Context: an optimization exercise on an open-source flow, tuned for small area, a short achievable clock period and few clock cycles. The choices shown serve that exercise and are no tape-out recipe. In this exercise RTL edits were held to simulation tests only and were not proved equivalent to the original.

==> inputs of job 5631 <==
Design xoodyak_build, start of the top module:
module xoodyak_build (
    input  logic         eph1,
    input  logic         reset,
    input  logic         start,
    input  logic [351:0] input_data,
    input  logic [5:0]   opmode,
    output logic [191:0] textout,
    output logic         finished
);
    localparam logic [2:0] OP_IDLE  = 3'd0;
    localparam logic [2:0] OP_INIT  = 3'd1;
    localparam logic [2:0] OP_NONCE = 3'd2;
    localparam logic [2:0] OP_ASSOC = 3'd3;
    localparam logic [2:0] OP_ENC   = 3'd4;
    localparam logic [2:0] OP_DEC   = 3'd5;
    localparam logic [2:0] OP_SQZ   = 3'd6;
    localparam logic [2:0] OP_RAT   = 3'd7;
    logic [383:0]   s, s_nxt;
    logic [351:0]   data_q;
    logic [2:0]     op_q;
    logic           cont_q;
    logic           busy;
    logic [3:0]     rnd;
    logic           phase_down;
    logic [191:0]   textout_nxt;
    logic [2:0]     op_in;
    logic           cont_in;
    logic           acc, go_up, direct, last;
    logic [7:0]     cu;
    logic [1:0]     unused_opmode;
    assign unused_opmode = opmode[4:3];
    assign op_in   = opmode[2:0];
    assign cont_in = opmode[5];
    function automatic logic [31:0] rotl(input logic [31:0] v, input int n);
        rotl = (v << n) | (v >> (32 - n));
    endfunction
    function automatic logic [31:0] round_const(input logic [3:0] r);
        logic [31:0] c;
        case (r)
            4'd0:    c = 32'h058;
            4'd1:    c = 32'h038;
            4'd2:    c = 32'h3C0;
            4'd3:    c = 32'h0D0;
            4'd4:    c = 32'h120;
            4'd5:    c = 32'h014;
            4'd6:    c = 32'h060;
            4'd7:    c = 32'h02C;
            4'd8:    c = 32'h380;
            4'd9:    c = 32'h0F0;
            4'd10:   c = 32'h1A0;
            4'd11:   c = 32'h012;
            default: c = 32'h000;
        endcase
        round_const = c;
    endfunction
    function automatic logic [383:0] xoodoo_lin(input logic [383:0] s_in);
        logic [31:0]  a [3][4];
        logic [31:0]  p [4];
        logic [31:0]  e [4];
        logic [31:0]  t [4];
        logic [383:0] s_out;
        for (int yy = 0; yy < 3; yy++)
            for (int x = 0; x < 4; x++)
  ...
Settings: LEC_CHECK=0, CAP_MARGIN=20, CORE_MARGIN=2, CORE_UTILIZATION=60, SLEW_MARGIN=20, SYNTH_HIERARCHICAL=1, SYNTH_MINIMUM_KEEP_SIZE=0; clock period 5.0 ns.
run.sh (not shown) runs the stock make flow with config.mk's settings and CLKGATE_MAP_FILE= SYNTH_SCRIPT=/design/flow/synth_recipe.tcl, a recipe that flattens the netlist after the stock synthesis.
==> inputs of job 739, as changes to job 5631 <==
Settings changed: SETUP_SLACK_MARGIN set to 1.5.
==> Implementation_results.wiki <==
{| class="wikitable"
! Metric !! Value
|-
| Run status || no timing/DRC/antenna violations
|-
| Initial DRT Pass Iterations || 10
|-
| Clock buffers and inverters, area share || 5.88%
|-
| Total of clock buffers placed in the layout || 134
|-
| Reg2reg start || s[182]
|-
| Cts repair resizes || 0
|-
| Routed via count || 41613
|-
| Wl on met1 || ~73 mm
|-
| Critical-path top delay cell || sky130_fd_sc_hd__xor2_1
|-
| Filler cell count in the final layout || 5918
|-
| Met3 capacity usage during global routing || about an eighth
|-
| Detailed router's first-iteration violation count || between 7000 and 8000
|-
| Maximum operating frequency || approximately 260 MHz
|-
| P&R area growth vs syn || 23.0%
|-
| Antenna violations before repair || 40
|-
| Area-dominant cell class after layout || sequential cells
|}
the above is filed under job 5631

==> Implementation_results.wiki <==
{| class="wikitable"
! Metric !! Value
|-
| Run status || no timing/DRC/antenna violations
|-
| TAP cells || roughly 1100
|-
| P&R area growth vs syn || 22.7%
|-
| Critical-path top delay cell || sky130_fd_sc_hd__xnor2_1
|-
| Clock buffers and inverters, area share || 5.27%
|-
| Filler cell count in the final layout || 5939
|-
| Maximum operating frequency || 267 MHz
|-
| Reg2reg start || s[227]
|-
| Routed via count || 41601
|-
| Total of clock buffers placed in the layout || 149
|-
| Area-dominant cell class after layout || multi-input gates
|-
| Initial DRT Pass Iterations || 11
|-
| Worst min-delay path category || input pin to asynchronous set/reset pin
|-
| Area share of and/or/nand/nor cells after synthesis || under 10%
|-
| Antenna violations before repair || 45
|}
the above is filed under job 739

Testbench counts of job 5631, summed over its fixed seeds: cycles 39,108.
Testbench counts of job 739, summed over its fixed seeds: cycles 39,108.

========
==> run E: inputs <==
Another version of the RTL of xoodyak_build (not shown whole).
Settings: LEC_CHECK=0, CAP_MARGIN=20, CORE_MARGIN=2, CORE_UTILIZATION=60, CTS_CLUSTER_DIAMETER=100, CTS_CLUSTER_SIZE=20, SETUP_SLACK_MARGIN=2.6, SLEW_MARGIN=20, SYNTH_HIERARCHICAL=1, SYNTH_MINIMUM_KEEP_SIZE=0; clock period 5.0 ns.
==> inputs of run P, as changes to run E <==
--- a/flow/design.v
+++ b/flow/design.v
@@ -31,12 +31,15 @@
     logic           last;                   
     logic [7:0]     cu;
     logic [1:0]     unused_opmode;
     assign unused_opmode = opmode[4:3];
     assign op_in   = opmode[2:0];
     assign cont_in = opmode[5];
+    function automatic logic [31:0] rotl(input logic [31:0] v, input int n);
+        rotl = (v << n) | (v >> (32 - n));
+    endfunction
     function automatic logic [31:0] round_const(input logic [3:0] r);
         logic [31:0] c;
         case (r)
             4'd0:    c = 32'h058;
             4'd1:    c = 32'h038;
             4'd2:    c = 32'h3C0;
@@ -50,22 +53,38 @@
             4'd10:   c = 32'h1A0;
             4'd11:   c = 32'h012;
             default: c = 32'h000;
         endcase
         round_const = c;
     endfunction
-    function automatic logic is_rc(input int yy, input int x, input int z);
-        is_rc = (yy == 0 && x == 0 && z < 10);
+    function automatic logic [383:0] xoodoo_theta(input logic [383:0] s_in);
+        logic [31:0]  a [3][4];
+        logic [31:0]  p [4];
+        logic [31:0]  e [4];
+        logic [383:0] s_out;
+        for (int yy = 0; yy < 3; yy++)
+            for (int x = 0; x < 4; x++)
+                for (int k = 0; k < 4; k++)
+                    a[yy][x][8*k +: 8] = s_in[383 - 8*(16*yy + 4*x + k) -: 8];
+        for (int x = 0; x < 4; x++)
+            p[x] = a[0][x] ^ a[1][x] ^ a[2][x];
+        for (int x = 0; x < 4; x++)
+            e[x] = rotl(p[(x + 3) % 4], 5) ^ rotl(p[(x + 3) % 4], 14);
+        for (int yy = 0; yy < 3; yy++)
+            for (int x = 0; x < 4; x++)
+                a[yy][x] = a[yy][x] ^ e[x];
+        for (int yy = 0; yy < 3; yy++)
+            for (int x = 0; x < 4; x++)
+                for (int k = 0; k < 4; k++)
+                    s_out[383 - 8*(16*yy + 4*x + k) -: 8] = a[yy][x][8*k +: 8];
+        xoodoo_theta = s_out;
     endfunction
-    function automatic int colour_bit(input int x, input int z);
-        colour_bit = -1;
-        if (x == 0) begin
-            if (z == 1 || z == 10) colour_bit = 4;
-            if (z == 3 || z == 12) colour_bit = 6;
-            if (z == 4 || z == 13) colour_bit = 7;
-        end
+    function automatic logic is_inj(input int yy, input int x, input int z);
+        is_inj = (yy == 2 && x == 3 && (z == 28 || z == 30 || z == 31))
+              || (x == 0 && (z == 1 || z == 3 || z == 4 || z == 10 || z == 12 || z == 13))
+              || (yy == 0 && x == 0 && z < 10);
     endfunction
     function automatic int bidx(input int yy, input int x, input int z);
         bidx = 376 - 32 * (4 * yy + x) - 8 * (z / 8) + (z % 8);
     endfunction
     function automatic int fidx(input int yy, input int x, input int z);
         if (yy == 0)      fidx = bidx(0, x, z);
@@ -114,13 +133,13 @@
     logic           hold;                   
     logic           in_lo, in_hi;           
     logic           dq_sel;                 
     logic           tx_en, tx_hold;
     logic           busy_nxt;
     logic [383:0]   padx, padw;
-    logic [383:0]   inj;                    
+    logic [383:0]   inj;
     logic [9:0]     rcv;
     logic [383:0]   dext, iext;
     assign is_n  = (op_q == OP_NONCE);
     assign is_a  = (op_q == OP_ASSOC);
     assign is_e  = (op_q == OP_ENC);
     assign is_d  = (op_q == OP_DEC);
@@ -154,13 +173,13 @@
                 OP_NONCE: begin padw[383 - 8*16 - 7] = 1'b1; padw[1:0] = 2'b11; end
                 default:  begin padw[383 - 8*44 - 7] = 1'b1; padw[1:0] = cont_in ? 2'b00 : 2'b11; end
             endcase
         end
     end
     always_comb begin
-        inj = '0;
+        inj = xoodoo_theta({376'b0, cu});
         for (int z = 0; z < 10; z++)
             inj[bidx(0, 0, z)] = inj[bidx(0, 0, z)] ^ rcv[z];
     end
     logic [3:0]  rnd_nxt;
     logic [31:0] rc_nxt;
     always_comb begin
@@ -173,39 +192,26 @@
     logic [127:0] p01, q, r;
     logic [383:0] th, b, pre, c, xb;    
     logic         xb_t0;                
     for (genvar xx = 0; xx < 4; xx++) begin : g_x
         for (genvar z = 0; z < 32; z++) begin : g_z
             xo2 u_p0 (.a(s[bidx(0, xx, z)]), .b(s[bidx(1, xx, z)]), .y(p01[32 * xx + z]));
-            if (colour_bit(xx, z) >= 0) begin : g_rc
-                logic r0;
-                xo2 u_r  (.a(p01[32 * ((xx + 3) % 4) + (z + 27) % 32]),
-                          .b(p01[32 * ((xx + 3) % 4) + (z + 18) % 32]), .y(r0));
-                xo2 u_rc (.a(r0), .b(cu[colour_bit(xx, z)]), .y(r[32 * xx + z]));
-            end else begin : g_r
-                xo2 u_r  (.a(p01[32 * ((xx + 3) % 4) + (z + 27) % 32]),
-                          .b(p01[32 * ((xx + 3) % 4) + (z + 18) % 32]), .y(r[32 * xx + z]));
-            end
+            xo2 u_r  (.a(p01[32 * ((xx + 3) % 4) + (z + 27) % 32]),
+                      .b(p01[32 * ((xx + 3) % 4) + (z + 18) % 32]), .y(r[32 * xx + z]));
             xo2 u_q  (.a(s[bidx(2, (xx + 3) % 4, (z + 27) % 32)]),
                       .b(s[bidx(2, (xx + 3) % 4, (z + 18) % 32)]), .y(q[32 * xx + z]));
             for (genvar yy = 0; yy < 3; yy++) begin : g_y
                 logic aq;
-                if (is_rc(yy, xx, z)) begin : g_i
+                if (is_inj(yy, xx, z)) begin : g_i
                     logic si;
                     xo2 u_i (.a(s[bidx(yy, xx, z)]), .b(inj[bidx(yy, xx, z)]), .y(si));
                     xo2 u_q (.a(si), .b(q[32 * xx + z]), .y(aq));
                 end else begin : g_n
                     xo2 u_q (.a(s[bidx(yy, xx, z)]), .b(q[32 * xx + z]), .y(aq));
                 end
-                if (yy == 2 && xx == 3 && (z == 28 || z == 30 || z == 31)) begin : g_cs
-                    logic aqc;
-                    xo2 u_c (.a(aq), .b(cu[z - 24]), .y(aqc));
-                    xo2 u_t (.a(aqc), .b(r[32 * xx + z]), .y(th[bidx(yy, xx, z)]));
-                end else begin : g_ct
-                    xo2 u_t (.a(aq), .b(r[32 * xx + z]), .y(th[bidx(yy, xx, z)]));
-                end
+                xo2 u_t (.a(aq), .b(r[32 * xx + z]), .y(th[bidx(yy, xx, z)]));
             end
             assign b[bidx(0, xx, z)] = th[bidx(0, xx, z)];
             assign b[bidx(1, xx, z)] = th[bidx(1, (xx + 3) % 4, z)];
             assign b[bidx(2, xx, z)] = th[bidx(2, xx, (z + 21) % 32)];
         end
     end
@@ -322,23 +328,17 @@
             busy_c  <= busy_nxt || (go_up && !s_ok);
             busy <= busy_nxt;
             rnd  <= rnd_nxt;
             rcv  <= rc_nxt[9:0];
         end
     end
-    logic [351:0] data_nxt;
-    logic         not_idle;
-    assign not_idle = !idle;
-    for (genvar i = 0; i < 352; i++) begin : g_dq
-        ao22 u_d (.a(input_data[i]), .b(idle), .c(data_q[i]), .d(not_idle), .y(data_nxt[i]));
-    end
     always_ff @(posedge eph1) begin
-        data_q <= data_nxt;
         if (idle) begin
             op_q   <= op_in;
             cont_q <= cont_in;
+            data_q <= input_data;
         end
     end
 endmodule
 module xo2 (
     input  logic a,
     input  logic b,
@@ -393,21 +393,12 @@
 );
     logic t, u;
     xand u_a (.a(a), .p(p), .q(q), .y(u));
     orn  u_n (.b(b), .c(c), .y(t));
     xo2  u_x (.a(u), .b(t), .y(y));
 endmodule
-module ao22 (
-    input  logic a,
-    input  logic b,
-    input  logic c,
-    input  logic d,
-    output logic y
-);
-    assign y = (a & b) | (c & d);
-endmodule
 module oai21 (
     input  logic a,
     input  logic b,
     input  logic c,
     output logic y
 );
==> flow/flow/run.sh (new file) <==
#!/bin/bash
# Layout flow: the standard ORFS flow (standard.sh, unchanged synthesis
# and steps), with plain buf_1 cells as the input/output port buffers
# instead of the delay-cell buffers buffer_ports picks by default.
# ORFS writes each step's full log under orfs/logs/; make's own output goes
# to make_finish.log in the work folder.
set -euo pipefail
export BUFFER_PORTS_ARGS="-buffer_cell sky130_fd_sc_hd__buf_1"
bash standard.sh finish > make_finish.log 2>&1
==> flow/standard.sh (new file) <==
#!/bin/bash
# synth_recipe.tcl (not shown) runs the flow's synth.tcl, then flattens the netlist and writes it again
# the make line also repeats each setting of config.mk as NAME=value (left out here)
make -C /OpenROAD-flow-scripts/flow DESIGN_CONFIG=/design/flow/config.mk WORK_HOME=/design/flow/orfs CLKGATE_MAP_FILE= SYNTH_SCRIPT=/design/flow/synth_recipe.tcl "${@:-finish}"
SETUP_SLACK_MARGIN = 2.0   (was 2.6)
removed: flow/run.sh
==> inputs of run D, as changes to run E <==
==> flow/flow/run.sh (new file) <==
#!/bin/bash
# Layout flow: the standard ORFS flow (standard.sh, unchanged synthesis
# and steps), with plain buf_1 cells as the input/output port buffers
# instead of the delay-cell buffers buffer_ports picks by default.
# ORFS writes each step's full log under orfs/logs/; make's own output goes
# to make_finish.log in the work folder.
set -euo pipefail
export BUFFER_PORTS_ARGS="-buffer_cell sky130_fd_sc_hd__buf_1"
bash standard.sh finish > make_finish.log 2>&1
==> flow/standard.sh (new file) <==
#!/bin/bash
# synth_recipe.tcl (not shown) runs the flow's synth.tcl, then flattens the netlist and writes it again
# the make line also repeats each setting of config.mk as NAME=value (left out here)
make -C /OpenROAD-flow-scripts/flow DESIGN_CONFIG=/design/flow/config.mk WORK_HOME=/design/flow/orfs CLKGATE_MAP_FILE= SYNTH_SCRIPT=/design/flow/synth_recipe.tcl "${@:-finish}"
removed: flow/run.sh
==> inputs of run M, as changes to run E <==
--- a/flow/design.v
+++ b/flow/design.v
@@ -322,23 +322,17 @@
             busy_c  <= busy_nxt || (go_up && !s_ok);
             busy <= busy_nxt;
             rnd  <= rnd_nxt;
             rcv  <= rc_nxt[9:0];
         end
     end
-    logic [351:0] data_nxt;
-    logic         not_idle;
-    assign not_idle = !idle;
-    for (genvar i = 0; i < 352; i++) begin : g_dq
-        ao22 u_d (.a(input_data[i]), .b(idle), .c(data_q[i]), .d(not_idle), .y(data_nxt[i]));
-    end
     always_ff @(posedge eph1) begin
-        data_q <= data_nxt;
         if (idle) begin
             op_q   <= op_in;
             cont_q <= cont_in;
+            data_q <= input_data;
         end
     end
 endmodule
 module xo2 (
     input  logic a,
     input  logic b,
@@ -393,21 +387,12 @@
 );
     logic t, u;
     xand u_a (.a(a), .p(p), .q(q), .y(u));
     orn  u_n (.b(b), .c(c), .y(t));
     xo2  u_x (.a(u), .b(t), .y(y));
 endmodule
-module ao22 (
-    input  logic a,
-    input  logic b,
-    input  logic c,
-    input  logic d,
-    output logic y
-);
-    assign y = (a & b) | (c & d);
-endmodule
 module oai21 (
     input  logic a,
     input  logic b,
     input  logic c,
     output logic y
 );
==> flow/flow/run.sh (new file) <==
#!/bin/bash
# Layout flow: the standard ORFS flow (standard.sh, unchanged synthesis
# and steps), with plain buf_1 cells as the input/output port buffers
# instead of the delay-cell buffers buffer_ports picks by default.
# ORFS writes each step's full log under orfs/logs/; make's own output goes
# to make_finish.log in the work folder.
set -euo pipefail
export BUFFER_PORTS_ARGS="-buffer_cell sky130_fd_sc_hd__buf_1"
bash standard.sh finish > make_finish.log 2>&1
==> flow/standard.sh (new file) <==
#!/bin/bash
# synth_recipe.tcl (not shown) runs the flow's synth.tcl, then flattens the netlist and writes it again
# the make line also repeats each setting of config.mk as NAME=value (left out here)
make -C /OpenROAD-flow-scripts/flow DESIGN_CONFIG=/design/flow/config.mk WORK_HOME=/design/flow/orfs CLKGATE_MAP_FILE= SYNTH_SCRIPT=/design/flow/synth_recipe.tcl "${@:-finish}"
removed: flow/run.sh
==> impl_metrics.env <==
export IMPL_core_mm2=0.0868
export IMPL_grt_pass1_wl_um=336000
export IMPL_met3_usage_pct=17.8
export IMPL_syn_num_nets=5618
export IMPL_status="complete, no violations"
export IMPL_layout_non_clock_inverters=12
the above is filed under run E

==> impl_metrics.env <==
export IMPL_syn_num_nets=5263
export IMPL_met3_usage_pct=16.2
export IMPL_layout_non_clock_inverters=12
export IMPL_status="complete, no violations"
export IMPL_core_mm2=0.0870
export IMPL_grt_pass1_wl_um=316000
the above is filed under run M

==> impl_metrics.env <==
export IMPL_n_antenna_cell=19
export IMPL_met3_usage_pct=14.2
export IMPL_grt_pass1_wl_um=304000
export IMPL_layout_non_clock_inverters=16
export IMPL_syn_num_nets=5285
export IMPL_status="complete, no violations"
the above is filed under run P

==> impl_metrics.env <==
export IMPL_syn_num_nets=5618
export IMPL_status="complete, no violations"
export IMPL_met3_usage_pct=15.9
export IMPL_layout_non_clock_inverters=13
export IMPL_drive_gt1_share_pct=19.3
export IMPL_clock_area_share_pct=2.39
export IMPL_core_mm2=0.0868
export IMPL_grt_pass1_wl_um=323000
export IMPL_final_common_cell="xor2_1"
the above is filed under run D

Testbench counts of run E, summed over its fixed seeds: cycles 39,108.
Testbench counts of run P, summed over its fixed seeds: cycles 39,108.
Testbench counts of run D, summed over its fixed seeds: cycles 39,108.
Testbench counts of run M, summed over its fixed seeds: cycles 39,108.

-- static timing again, ports no longer ideal --
In the flow no input, the clock included, has a driving cell. The finished layouts below were timed again as built, in two steps.
Step 1 assumes that a clkbuf_16 drives the clock port and a buf_2 every other input.
Step 2 adds t to the input delays and takes it off the output delays; t is the mean of the earliest and latest rising clock arrival at the registers after step 1. Input paths then give back, and output paths get back, about the clock's delay inside the block.
Three values: ideal, step 1, step 2; two values: the first two.
run | t, ns | setup WS [ns] | latest minus earliest clock arrival (ns) | worst data-port slew with drivers (ns)
job 5631 | 0.757 | 1.148 / 1.148 / 1.033 | 0.028 / 0.028 | 0.15
job 739 | 0.756 | 1.258 / 1.258 / 0.980 | 0.025 / 0.025 | 0.14
run E | 0.744 | 2.401 / 2.401 / 1.766 | 0.047 / 0.047 | 0.12
run P | 0.743 | 1.741 / 1.741 / 1.277 | 0.042 / 0.042 | 0.18
run D | 0.748 | 2.285 / 2.285 / 1.796 | 0.027 / 0.027 | 0.13
run M | 0.747 | 2.433 / 2.433 / 1.829 | 0.059 / 0.058 | 0.19
After both steps setup and hold are still met in every run listed. The setup slack of run E, which loses most, moves by 0.000 ns with the drivers and by -0.635 ns with both steps.
